From an optimization exercise on the open Yosys and OpenROAD flow, aimed at small area, a short achievable clock period and few clock cycles per item; shortcuts taken in it are not production practice.
RTL that was checked went through simulation tests only; none was proved equivalent to the original.

==> inputs of v5 <==
// barrett_reduce_pipe
module barrett_reduce_pipe (
    input  logic        clk,
    input  logic        rst,
    input  logic        in_valid,
    input  logic [63:0] in_data,
    output logic        in_ready,
    output logic        out_valid,
    output logic [31:0] out_data,
    input  logic        out_ready,
    output logic        out_err
);
export LEC_CHECK = 0
export CAP_MARGIN = 20
export CORE_MARGIN = 2
export CORE_UTILIZATION = 40
export SETUP_SLACK_MARGIN = 4.3
export SLEW_MARGIN = 20
export SYNTH_HIERARCHICAL = 1
export SYNTH_MINIMUM_KEEP_SIZE = 0
create_clock -name core_clock -period 9.0 [get_ports {clk}]
standard.sh (not shown) runs the stock make flow with config.mk's settings and CLKGATE_MAP_FILE= SYNTH_SCRIPT=/design/flow/synth_recipe.tcl, a recipe that flattens the netlist after the stock synthesis.
==> flow/flow/run.sh <==
#!/bin/bash
set -e
export BUFFER_PORTS_ARGS="-buffer_cell sky130_fd_sc_hd__buf_2"
bash standard.sh > standard.log 2>&1
==> v29: changes against v5 <==
--- a/flow/design.v
+++ b/flow/design.v
@@ -10,27 +10,23 @@
     output logic        out_err
 );
     wire [63:0] x = in_data;
     wire err = (x >= 64'h0DD4400077000001);    
     wire sp  = (x == 64'h0DD4400077000000);    
-    logic        r_v1, r_v2, r_v3;
-    wire         w_rdy3 = !r_v3 || out_ready;
-    wire         w_rdy2 = !r_v2 || w_rdy3;
+    logic        r_v1, r_v2;
+    wire         w_rdy2 = !r_v2 || out_ready;
     wire         w_rdy1 = !r_v1 || w_rdy2;
     assign in_ready = w_rdy1;
     wire         w_ld1  = w_rdy1 && in_valid;
     wire         w_ld2  = w_rdy2 && r_v1;
-    wire         w_ld3  = w_rdy3 && r_v2;
     always_ff @(posedge clk or posedge rst) begin
         if (rst) begin
             r_v1 <= 1'b0;
             r_v2 <= 1'b0;
-            r_v3 <= 1'b0;
         end else begin
             if (w_rdy1) r_v1 <= in_valid;
             if (w_rdy2) r_v2 <= r_v1;
-            if (w_rdy3) r_v3 <= r_v2;
         end
     end
     wire m7_s1, m7_c1;
     csa_fa u_m71 (.a(x[23]), .b(x[26]), .c(x[29]), .s(m7_s1), .co(m7_c1));
     wire m7_s2, m7_c2;
@@ -145,14 +141,16 @@
     csa_fa u_m1756 (.a(m17_s46), .b(m17_c51), .c(m17_s52), .s(m17_s56), .co(m17_c56));
     wire m17_s57, m17_c57;
     csa_fa u_m1757 (.a(m17_s48), .b(m17_c52), .c(m17_s53), .s(m17_s57), .co(m17_c57));
     wire m17_s58, m17_c58;
     csa_fa u_m1758 (.a(m17_s50), .b(m17_c53), .c(m17_s54), .s(m17_s58), .co(m17_c58));
-    wire [3:0] m7v = {m7_c30, {m7_c29, m7_c28, m7_s28}};
-    wire [2:0] m7w = {m7_s30, m7_s29, m7_s25};
-    wire [4:0] m17v = {~m17_c58, {m17_c57, m17_c56, m17_c55, m17_s55}};
-    wire [3:0] m17w = {m17_s58, m17_s57, m17_s56, m17_s51};
+    wire [3:0] t7  = {1'b0, {m7_c29, m7_c28, m7_s28}} + {1'b0, {m7_s30, m7_s29, m7_s25}} + {3'b0, m7_c30};
+    wire [4:0] e_s17 = {1'b0, {m17_c57, m17_c56, m17_c55, m17_s55}} + {1'b0, {m17_s58, m17_s57, m17_s56, m17_s51}} + {4'b0, ~m17_c58};
+    localparam logic [47:0] E_TA_T = 48'h2358d11ac688;
+    wire [2:0] e_ta = E_TA_T[t7 * 3 +: 3];
+    localparam logic [95:0] E_TC_T = 96'h1ac688d634422358d11ac688;
+    wire [2:0] e_tc = E_TC_T[e_s17 * 3 +: 3];
     wire c1_s59, c1_c59;
     assign c1_s59 = ~(x[26] ^ ~x[23]);
     assign c1_c59 = x[26] | ~x[23];
     wire c1_s60, c1_c60;
     csa_fa u_c160 (.a(x[27]), .b(~x[24]), .c(x[4]), .s(c1_s60), .co(c1_c60));
@@ -421,34 +419,28 @@
     csa_fa u_c1190 (.a(c1_c163), .b(c1_s164), .c(c1_c181), .s(c1_s190), .co(c1_c190));
     wire c1_s191, c1_c191;
     csa_fa u_c1191 (.a(c1_s170), .b(c1_c186), .c(c1_s187), .s(c1_s191), .co(c1_c191));
     wire [30:0] s1 = {c1_s191, c1_c185, c1_c184, c1_c183, c1_c182, c1_c190, c1_c189, c1_s189, c1_c179, c1_c178, c1_c177, c1_c176, c1_c188, c1_s188, c1_c174, c1_c173, c1_c172, c1_s172, c1_s152, c1_s171, c1_c150, c1_s115, c1_c113, c1_c112, c1_s62, c1_c60, c1_c59, x[3], x[25], x[24], x[23]};
     wire [30:0] c1 = {1'b0, c1_s186, c1_s185, c1_s184, c1_s183, c1_s182, c1_s190, 1'b0, c1_s180, c1_s179, c1_s178, c1_s177, c1_s176, 1'b0, c1_s175, c1_s174, c1_s173, 1'b0, c1_c171, 1'b0, c1_s151, c1_s150, c1_s114, c1_s113, c1_s112, c1_s61, c1_s60, c1_s59, x[2], x[1], x[0]};
-    logic [3:0]  q_m7v;
-    logic [2:0]  q_m7w;
-    logic [4:0]  q_m17v;
-    logic [3:0]  q_m17w;
+    logic [2:0]  q_ta, q_tc;
+    logic [4:0]  q_s17;
     logic [30:0] q_s1, q_c1;
     logic        q_sp, q_err1;
     always_ff @(posedge clk) begin
         if (w_ld1) begin
-            q_m7v  <= m7v;
-            q_m7w  <= m7w;
-            q_m17v <= m17v;
-            q_m17w <= m17w;
+            q_ta   <= e_ta;
+            q_tc   <= e_tc;
+            q_s17  <= e_s17;
             q_s1   <= s1;
             q_c1   <= c1;
             q_sp   <= sp;
             q_err1 <= err;
         end
     end
-    wire [3:0] t7  = {1'b0, q_m7v[2:0]} + {1'b0, q_m7w} + {3'b0, q_m7v[3]};
-    wire [4:0] s17 = {1'b0, q_m17v[3:0]} + {1'b0, q_m17w} + {4'b0, q_m17v[4]};
-    localparam logic [47:0] TA_T = 48'h2358d11ac688;
-    wire [2:0] ta = TA_T[t7 * 3 +: 3];
-    localparam logic [95:0] TC_T = 96'h1ac688d634422358d11ac688;
-    wire [2:0] tc = TC_T[s17 * 3 +: 3];
+    wire [4:0] s17 = q_s17;
+    wire [2:0] ta = q_ta;
+    wire [2:0] tc = q_tc;
     localparam logic [191:0] TQ_T = 192'h159d1042b3a2885674d10ace3a215967442bace885159d10;
     wire [2:0] tq = TQ_T[{ta, tc} * 3 +: 3];
     wire [2:0] t = q_sp ? 3'd7 : tq;
     localparam logic [991:0] MK_T = 992'hd1c3c3c48590226ecf317aa1268560d95d4f98c0db28dfddf7651c7470f0f159e62f5595d4f98cefbb28e56798bd51df7651d1df7651c000000077dd947060bf7653a38787890b2044dd9e62f5424d0ac1b2ba9f3181b651bfbbeeca38e8e1e1e2b3cc5eab2ba9f319df7651cacf317aa3beeca3a3beeca380000000;
     wire [30:0] mk = MK_T[s17 * 31 +: 31];
@@ -576,21 +568,12 @@
     csa_fa u_c2251 (.a(c2_c220), .b(c2_s221), .c(tk[29]), .s(c2_s251), .co(c2_c251));
     wire c2_s252, c2_c252;
     csa_fa u_c2252 (.a(c2_c221), .b(c2_s222), .c(tk[30]), .s(c2_s252), .co(c2_c252));
     wire [30:0] s2 = {c2_c251, c2_c250, c2_c249, c2_c248, c2_c247, c2_c246, c2_c245, c2_c244, c2_c243, c2_c242, c2_c241, c2_c240, c2_c239, c2_c238, c2_c237, c2_c236, c2_c235, c2_c234, c2_c233, c2_c232, c2_c231, c2_c230, c2_c229, c2_c228, c2_c227, c2_c226, c2_c225, c2_c224, c2_c223, c2_s223, c2_s192};
     wire [30:0] c2 = {c2_s252, c2_s251, c2_s250, c2_s249, c2_s248, c2_s247, c2_s246, c2_s245, c2_s244, c2_s243, c2_s242, c2_s241, c2_s240, c2_s239, c2_s238, c2_s237, c2_s236, c2_s235, c2_s234, c2_s233, c2_s232, c2_s231, c2_s230, c2_s229, c2_s228, c2_s227, c2_s226, c2_s225, c2_s224, 1'b0, tk[0]};
-    logic [30:0] q_s2, q_c2;
-    logic        q_err2;
-    always_ff @(posedge clk) begin
-        if (w_ld2) begin
-            q_s2   <= s2;
-            q_c2   <= c2;
-            q_err2 <= q_err1;
-        end
-    end
-    wire [30:0] ca_p = q_s2 ^ q_c2;
-    wire [30:0] ca_g = q_s2 & q_c2;
+    wire [30:0] ca_p = s2 ^ c2;
+    wire [30:0] ca_g = s2 & c2;
     wire ca_G1 = ca_g[1] | (ca_p[1] & ca_g[0]);
     wire ca_G2 = ca_g[3] | (ca_p[3] & ca_g[2]);
     wire ca_P2 = ca_p[3] & ca_p[2];
     wire ca_G3 = ca_g[5] | (ca_p[5] & ca_g[4]);
     wire ca_P3 = ca_p[5] & ca_p[4];
@@ -708,13 +691,21 @@
     wire ca_G72 = ca_G57 | (ca_P57 & ca_G53);
     wire ca_G73 = ca_G58 | (ca_P58 & ca_G53);
     wire ca_G74 = ca_G59 | (ca_P59 & ca_G53);
     wire ca_G75 = ca_G60 | (ca_P60 & ca_G53);
     wire [30:0] r = ca_p ^ {ca_G74, ca_G73, ca_G72, ca_G71, ca_G70, ca_G69, ca_G68, ca_G67, ca_G66, ca_G65, ca_G64, ca_G63, ca_G62, ca_G61, ca_G53, ca_G52, ca_G51, ca_G50, ca_G49, ca_G48, ca_G47, ca_G46, ca_G34, ca_G33, ca_G32, ca_G31, ca_G17, ca_G16, ca_G1, ca_g[0], 1'b0};
-    wire        neg = r[30];
-    wire [22:0] inc_p = r[22:0] ^ {22'd0, neg};
-    wire [22:0] inc_g = r[22:0] & {22'd0, neg};
+    logic [30:0] q_r;
+    logic        q_err2;
+    always_ff @(posedge clk) begin
+        if (w_ld2) begin
+            q_r    <= r;
+            q_err2 <= q_err1;
+        end
+    end
+    wire        neg = q_r[30];
+    wire [22:0] inc_p = q_r[22:0] ^ {22'd0, neg};
+    wire [22:0] inc_g = q_r[22:0] & {22'd0, neg};
     wire inc_G1 = inc_g[1] | (inc_p[1] & inc_g[0]);
     wire inc_G2 = inc_g[3] | (inc_p[3] & inc_g[2]);
     wire inc_P2 = inc_p[3] & inc_p[2];
     wire inc_G3 = inc_g[5] | (inc_p[5] & inc_g[4]);
     wire inc_P3 = inc_p[5] & inc_p[4];
@@ -786,24 +777,16 @@
     wire inc_G45 = inc_G21 | (inc_P21 & inc_G41);
     wire inc_G46 = inc_G31 | (inc_P31 & inc_G41);
     wire inc_G47 = inc_G32 | (inc_P32 & inc_G41);
     wire inc_G48 = inc_G33 | (inc_P33 & inc_G41);
     wire [22:0] lo = inc_p ^ {inc_G47, inc_G46, inc_G45, inc_G44, inc_G43, inc_G42, inc_G41, inc_G40, inc_G39, inc_G38, inc_G37, inc_G36, inc_G35, inc_G34, inc_G26, inc_G25, inc_G24, inc_G23, inc_G13, inc_G12, inc_G1, inc_g[0], 1'b0};
-    wire        lo_c = neg & (&r[22:0]);
-    wire [7:0]  hi  = {1'b0, r[29:23]} + {1'b0, {3{neg}}, 1'b0, {3{neg}}} + {7'd0, lo_c};
+    wire        lo_c = neg & (&q_r[22:0]);
+    wire [7:0]  hi  = {1'b0, q_r[29:23]} + {1'b0, {3{neg}}, 1'b0, {3{neg}}} + {7'd0, lo_c};
     wire [29:0] res = {hi[6:0], lo};
-    logic [29:0] q_res;
-    logic        q_err3;
-    always_ff @(posedge clk) begin
-        if (w_ld3) begin
-            q_res  <= res;
-            q_err3 <= q_err2;
-        end
-    end
-    assign out_valid = r_v3;
-    assign out_data  = {2'b0, q_res & {30{r_v3}}};
-    assign out_err   = r_v3 & q_err3;
+    assign out_valid = r_v2;
+    assign out_data  = {2'b0, res & {30{r_v2}}};
+    assign out_err   = r_v2 & q_err2;
 endmodule
 module csa_fa (
     input  logic a,
     input  logic b,
     input  logic c,
==> flow/flow/run.sh (replaced) <==
#!/bin/bash
set -e
export BUFFER_PORTS_ARGS="-buffer_cell sky130_fd_sc_hd__buf_1"
bash standard.sh > standard.log 2>&1
CORE_UTILIZATION = 55   (was 40)
CTS_BUF_LIST = sky130_fd_sc_hd__clkbuf_8 sky130_fd_sc_hd__clkbuf_16   (was default)
PLACE_DENSITY = 0.75   (was default)
SETUP_SLACK_MARGIN = 3.2   (was 4.3)
==> v32: changes against v5 <==
--- a/flow/design.v
+++ b/flow/design.v
@@ -10,27 +10,23 @@
     output logic        out_err
 );
     wire [63:0] x = in_data;
     wire err = (x >= 64'h0DD4400077000001);    
     wire sp  = (x == 64'h0DD4400077000000);    
-    logic        r_v1, r_v2, r_v3;
-    wire         w_rdy3 = !r_v3 || out_ready;
-    wire         w_rdy2 = !r_v2 || w_rdy3;
+    logic        r_v1, r_v2;
+    wire         w_rdy2 = !r_v2 || out_ready;
     wire         w_rdy1 = !r_v1 || w_rdy2;
     assign in_ready = w_rdy1;
     wire         w_ld1  = w_rdy1 && in_valid;
     wire         w_ld2  = w_rdy2 && r_v1;
-    wire         w_ld3  = w_rdy3 && r_v2;
     always_ff @(posedge clk or posedge rst) begin
         if (rst) begin
             r_v1 <= 1'b0;
             r_v2 <= 1'b0;
-            r_v3 <= 1'b0;
         end else begin
             if (w_rdy1) r_v1 <= in_valid;
             if (w_rdy2) r_v2 <= r_v1;
-            if (w_rdy3) r_v3 <= r_v2;
         end
     end
     wire m7_s1, m7_c1;
     csa_fa u_m71 (.a(x[23]), .b(x[26]), .c(x[29]), .s(m7_s1), .co(m7_c1));
     wire m7_s2, m7_c2;
@@ -145,14 +141,16 @@
     csa_fa u_m1756 (.a(m17_s46), .b(m17_c51), .c(m17_s52), .s(m17_s56), .co(m17_c56));
     wire m17_s57, m17_c57;
     csa_fa u_m1757 (.a(m17_s48), .b(m17_c52), .c(m17_s53), .s(m17_s57), .co(m17_c57));
     wire m17_s58, m17_c58;
     csa_fa u_m1758 (.a(m17_s50), .b(m17_c53), .c(m17_s54), .s(m17_s58), .co(m17_c58));
-    wire [3:0] m7v = {m7_c30, {m7_c29, m7_c28, m7_s28}};
-    wire [2:0] m7w = {m7_s30, m7_s29, m7_s25};
-    wire [4:0] m17v = {~m17_c58, {m17_c57, m17_c56, m17_c55, m17_s55}};
-    wire [3:0] m17w = {m17_s58, m17_s57, m17_s56, m17_s51};
+    wire [3:0] t7  = {1'b0, {m7_c29, m7_c28, m7_s28}} + {1'b0, {m7_s30, m7_s29, m7_s25}} + {3'b0, m7_c30};
+    wire [4:0] e_s17 = {1'b0, {m17_c57, m17_c56, m17_c55, m17_s55}} + {1'b0, {m17_s58, m17_s57, m17_s56, m17_s51}} + {4'b0, ~m17_c58};
+    localparam logic [47:0] E_TA_T = 48'h2358d11ac688;
+    wire [2:0] e_ta = E_TA_T[t7 * 3 +: 3];
+    localparam logic [95:0] E_TC_T = 96'h1ac688d634422358d11ac688;
+    wire [2:0] e_tc = E_TC_T[e_s17 * 3 +: 3];
     wire c1_s59, c1_c59;
     assign c1_s59 = ~(x[26] ^ ~x[23]);
     assign c1_c59 = x[26] | ~x[23];
     wire c1_s60, c1_c60;
     csa_fa u_c160 (.a(x[27]), .b(~x[24]), .c(x[4]), .s(c1_s60), .co(c1_c60));
@@ -421,34 +419,28 @@
     csa_fa u_c1190 (.a(c1_c163), .b(c1_s164), .c(c1_c181), .s(c1_s190), .co(c1_c190));
     wire c1_s191, c1_c191;
     csa_fa u_c1191 (.a(c1_s170), .b(c1_c186), .c(c1_s187), .s(c1_s191), .co(c1_c191));
     wire [30:0] s1 = {c1_s191, c1_c185, c1_c184, c1_c183, c1_c182, c1_c190, c1_c189, c1_s189, c1_c179, c1_c178, c1_c177, c1_c176, c1_c188, c1_s188, c1_c174, c1_c173, c1_c172, c1_s172, c1_s152, c1_s171, c1_c150, c1_s115, c1_c113, c1_c112, c1_s62, c1_c60, c1_c59, x[3], x[25], x[24], x[23]};
     wire [30:0] c1 = {1'b0, c1_s186, c1_s185, c1_s184, c1_s183, c1_s182, c1_s190, 1'b0, c1_s180, c1_s179, c1_s178, c1_s177, c1_s176, 1'b0, c1_s175, c1_s174, c1_s173, 1'b0, c1_c171, 1'b0, c1_s151, c1_s150, c1_s114, c1_s113, c1_s112, c1_s61, c1_s60, c1_s59, x[2], x[1], x[0]};
-    logic [3:0]  q_m7v;
-    logic [2:0]  q_m7w;
-    logic [4:0]  q_m17v;
-    logic [3:0]  q_m17w;
+    logic [2:0]  q_ta, q_tc;
+    logic [4:0]  q_s17;
     logic [30:0] q_s1, q_c1;
     logic        q_sp, q_err1;
     always_ff @(posedge clk) begin
         if (w_ld1) begin
-            q_m7v  <= m7v;
-            q_m7w  <= m7w;
-            q_m17v <= m17v;
-            q_m17w <= m17w;
+            q_ta   <= e_ta;
+            q_tc   <= e_tc;
+            q_s17  <= e_s17;
             q_s1   <= s1;
             q_c1   <= c1;
             q_sp   <= sp;
             q_err1 <= err;
         end
     end
-    wire [3:0] t7  = {1'b0, q_m7v[2:0]} + {1'b0, q_m7w} + {3'b0, q_m7v[3]};
-    wire [4:0] s17 = {1'b0, q_m17v[3:0]} + {1'b0, q_m17w} + {4'b0, q_m17v[4]};
-    localparam logic [47:0] TA_T = 48'h2358d11ac688;
-    wire [2:0] ta = TA_T[t7 * 3 +: 3];
-    localparam logic [95:0] TC_T = 96'h1ac688d634422358d11ac688;
-    wire [2:0] tc = TC_T[s17 * 3 +: 3];
+    wire [4:0] s17 = q_s17;
+    wire [2:0] ta = q_ta;
+    wire [2:0] tc = q_tc;
     localparam logic [191:0] TQ_T = 192'h159d1042b3a2885674d10ace3a215967442bace885159d10;
     wire [2:0] tq = TQ_T[{ta, tc} * 3 +: 3];
     wire [2:0] t = q_sp ? 3'd7 : tq;
     localparam logic [991:0] MK_T = 992'hd1c3c3c48590226ecf317aa1268560d95d4f98c0db28dfddf7651c7470f0f159e62f5595d4f98cefbb28e56798bd51df7651d1df7651c000000077dd947060bf7653a38787890b2044dd9e62f5424d0ac1b2ba9f3181b651bfbbeeca38e8e1e1e2b3cc5eab2ba9f319df7651cacf317aa3beeca3a3beeca380000000;
     wire [30:0] mk = MK_T[s17 * 31 +: 31];
@@ -576,21 +568,12 @@
     csa_fa u_c2251 (.a(c2_c220), .b(c2_s221), .c(tk[29]), .s(c2_s251), .co(c2_c251));
     wire c2_s252, c2_c252;
     csa_fa u_c2252 (.a(c2_c221), .b(c2_s222), .c(tk[30]), .s(c2_s252), .co(c2_c252));
     wire [30:0] s2 = {c2_c251, c2_c250, c2_c249, c2_c248, c2_c247, c2_c246, c2_c245, c2_c244, c2_c243, c2_c242, c2_c241, c2_c240, c2_c239, c2_c238, c2_c237, c2_c236, c2_c235, c2_c234, c2_c233, c2_c232, c2_c231, c2_c230, c2_c229, c2_c228, c2_c227, c2_c226, c2_c225, c2_c224, c2_c223, c2_s223, c2_s192};
     wire [30:0] c2 = {c2_s252, c2_s251, c2_s250, c2_s249, c2_s248, c2_s247, c2_s246, c2_s245, c2_s244, c2_s243, c2_s242, c2_s241, c2_s240, c2_s239, c2_s238, c2_s237, c2_s236, c2_s235, c2_s234, c2_s233, c2_s232, c2_s231, c2_s230, c2_s229, c2_s228, c2_s227, c2_s226, c2_s225, c2_s224, 1'b0, tk[0]};
-    logic [30:0] q_s2, q_c2;
-    logic        q_err2;
-    always_ff @(posedge clk) begin
-        if (w_ld2) begin
-            q_s2   <= s2;
-            q_c2   <= c2;
-            q_err2 <= q_err1;
-        end
-    end
-    wire [30:0] ca_p = q_s2 ^ q_c2;
-    wire [30:0] ca_g = q_s2 & q_c2;
+    wire [30:0] ca_p = s2 ^ c2;
+    wire [30:0] ca_g = s2 & c2;
     wire ca_G1 = ca_g[1] | (ca_p[1] & ca_g[0]);
     wire ca_G2 = ca_g[3] | (ca_p[3] & ca_g[2]);
     wire ca_P2 = ca_p[3] & ca_p[2];
     wire ca_G3 = ca_g[5] | (ca_p[5] & ca_g[4]);
     wire ca_P3 = ca_p[5] & ca_p[4];
@@ -708,13 +691,21 @@
     wire ca_G72 = ca_G57 | (ca_P57 & ca_G53);
     wire ca_G73 = ca_G58 | (ca_P58 & ca_G53);
     wire ca_G74 = ca_G59 | (ca_P59 & ca_G53);
     wire ca_G75 = ca_G60 | (ca_P60 & ca_G53);
     wire [30:0] r = ca_p ^ {ca_G74, ca_G73, ca_G72, ca_G71, ca_G70, ca_G69, ca_G68, ca_G67, ca_G66, ca_G65, ca_G64, ca_G63, ca_G62, ca_G61, ca_G53, ca_G52, ca_G51, ca_G50, ca_G49, ca_G48, ca_G47, ca_G46, ca_G34, ca_G33, ca_G32, ca_G31, ca_G17, ca_G16, ca_G1, ca_g[0], 1'b0};
-    wire        neg = r[30];
-    wire [22:0] inc_p = r[22:0] ^ {22'd0, neg};
-    wire [22:0] inc_g = r[22:0] & {22'd0, neg};
+    logic [30:0] q_r;
+    logic        q_err2;
+    always_ff @(posedge clk) begin
+        if (w_ld2) begin
+            q_r    <= r;
+            q_err2 <= q_err1;
+        end
+    end
+    wire        neg = q_r[30];
+    wire [22:0] inc_p = q_r[22:0] ^ {22'd0, neg};
+    wire [22:0] inc_g = q_r[22:0] & {22'd0, neg};
     wire inc_G1 = inc_g[1] | (inc_p[1] & inc_g[0]);
     wire inc_G2 = inc_g[3] | (inc_p[3] & inc_g[2]);
     wire inc_P2 = inc_p[3] & inc_p[2];
     wire inc_G3 = inc_g[5] | (inc_p[5] & inc_g[4]);
     wire inc_P3 = inc_p[5] & inc_p[4];
@@ -786,24 +777,16 @@
     wire inc_G45 = inc_G21 | (inc_P21 & inc_G41);
     wire inc_G46 = inc_G31 | (inc_P31 & inc_G41);
     wire inc_G47 = inc_G32 | (inc_P32 & inc_G41);
     wire inc_G48 = inc_G33 | (inc_P33 & inc_G41);
     wire [22:0] lo = inc_p ^ {inc_G47, inc_G46, inc_G45, inc_G44, inc_G43, inc_G42, inc_G41, inc_G40, inc_G39, inc_G38, inc_G37, inc_G36, inc_G35, inc_G34, inc_G26, inc_G25, inc_G24, inc_G23, inc_G13, inc_G12, inc_G1, inc_g[0], 1'b0};
-    wire        lo_c = neg & (&r[22:0]);
-    wire [7:0]  hi  = {1'b0, r[29:23]} + {1'b0, {3{neg}}, 1'b0, {3{neg}}} + {7'd0, lo_c};
+    wire        lo_c = neg & (&q_r[22:0]);
+    wire [7:0]  hi  = {1'b0, q_r[29:23]} + {1'b0, {3{neg}}, 1'b0, {3{neg}}} + {7'd0, lo_c};
     wire [29:0] res = {hi[6:0], lo};
-    logic [29:0] q_res;
-    logic        q_err3;
-    always_ff @(posedge clk) begin
-        if (w_ld3) begin
-            q_res  <= res;
-            q_err3 <= q_err2;
-        end
-    end
-    assign out_valid = r_v3;
-    assign out_data  = {2'b0, q_res & {30{r_v3}}};
-    assign out_err   = r_v3 & q_err3;
+    assign out_valid = r_v2;
+    assign out_data  = {2'b0, res & {30{r_v2}}};
+    assign out_err   = r_v2 & q_err2;
 endmodule
 module csa_fa (
     input  logic a,
     input  logic b,
     input  logic c,
SETUP_SLACK_MARGIN = 3.0   (was 4.3)
==> impl_metrics.sql <==
INSERT INTO impl_metrics (metric_group, metric, value, unit) VALUES
('worst_setup_path', 'critical_path_startpoint_category', 'input port', ''),
('final_layout', 'layout.clock_buffers', '9', ''),
('placement', 'detailedPlace.worstSlack', '2375', 'ps'),
('sta', 'fin_worst_skew', '21.52', 'ps'),
('final_layout', 'sequential_cell_area', '3113', 'sq um'),
('run_status', 'status', 'finished clean', '');
[end of results for v32]
==> impl_metrics.sql <==
INSERT INTO impl_metrics (metric_group, metric, value, unit) VALUES
('placement', 'detailedPlace.worstSlack', '2558', 'ps'),
('die', 'design.portCount', '103', ''),
('final_layout', 'layout.clock_buffers', '19', ''),
('run_status', 'status', 'finished clean', ''),
('final_layout', 'syn_to_final_growth', '21.45', '%'),
('final_layout', 'sequential_cell_area', '5120', 'sq um'),
('synthesis', 'yosys.area.top_type', 'fa_1', ''),
('sta', 'fin_worst_skew', '13.97', 'ps');
[end of results for v5]
==> impl_metrics.sql <==
INSERT INTO impl_metrics (metric_group, metric, value, unit) VALUES
('run_status', 'status', 'finished clean', ''),
('placement', 'detailedPlace.worstSlack', '1910', 'ps'),
('final_layout', 'layout.clock_buffers', '9', ''),
('sta', 'fin_worst_skew', '18.64', 'ps'),
('synthesis', 'post_synth_most_frequent_cells', 'fa_1, edfxtp_1, inv_1, ha_1, nand2_1', ''),
('worst_hold_path', 'timing.hold.worst_path_depth', '0', ''),
('worst_setup_path', 'critical_path_startpoint_category', 'input port', ''),
('final_layout', 'sequential_cell_area', '3113', 'sq um'),
('final_layout', 'seqAreaFraction', '0.2154', '');
[end of results for v29]
Testbench counts of v29, summed over its fixed seeds: cycles 8,016, items 8,000.
Testbench counts of v32, summed over its fixed seeds: cycles 8,016, items 8,000.
Function not checked in v5: the RTL went through the layout flow alone.

## re-timing with driven ports
How much do the figures lean on ideal ports? The routed layouts below were timed once more, with nothing changed but the port constraints.
Step 1: set_driving_cell puts a clkbuf_16 on clk and a buf_2 on each other input, an assumption about the parent block.
Step 2 adds t to the input delays and takes it off the output delays; t is the mean of the earliest and latest rising clock arrival at the registers after step 1. Input paths then give back, and output paths get back, about the clock's delay inside the block.
a / b / c = ideal / step 1 / step 2; a / b = the first two.
| run | t, ns | setup slack, ns | pins driven straight from the clock port |
|---|---|---|---|
| v5 | 0.479 | 3.772 / 3.772 / 3.772 | 1 |
| v29 | 0.402 | 3.271 / 3.289 / 2.886 | 1 |
| v32 | 0.409 | 3.078 / 3.104 / 2.695 | 1 |
After both steps setup and hold are still met in every run listed. For v29, which loses most, drivers alone change the setup slack by +0.018 ns; drivers and shift together by -0.385 ns.
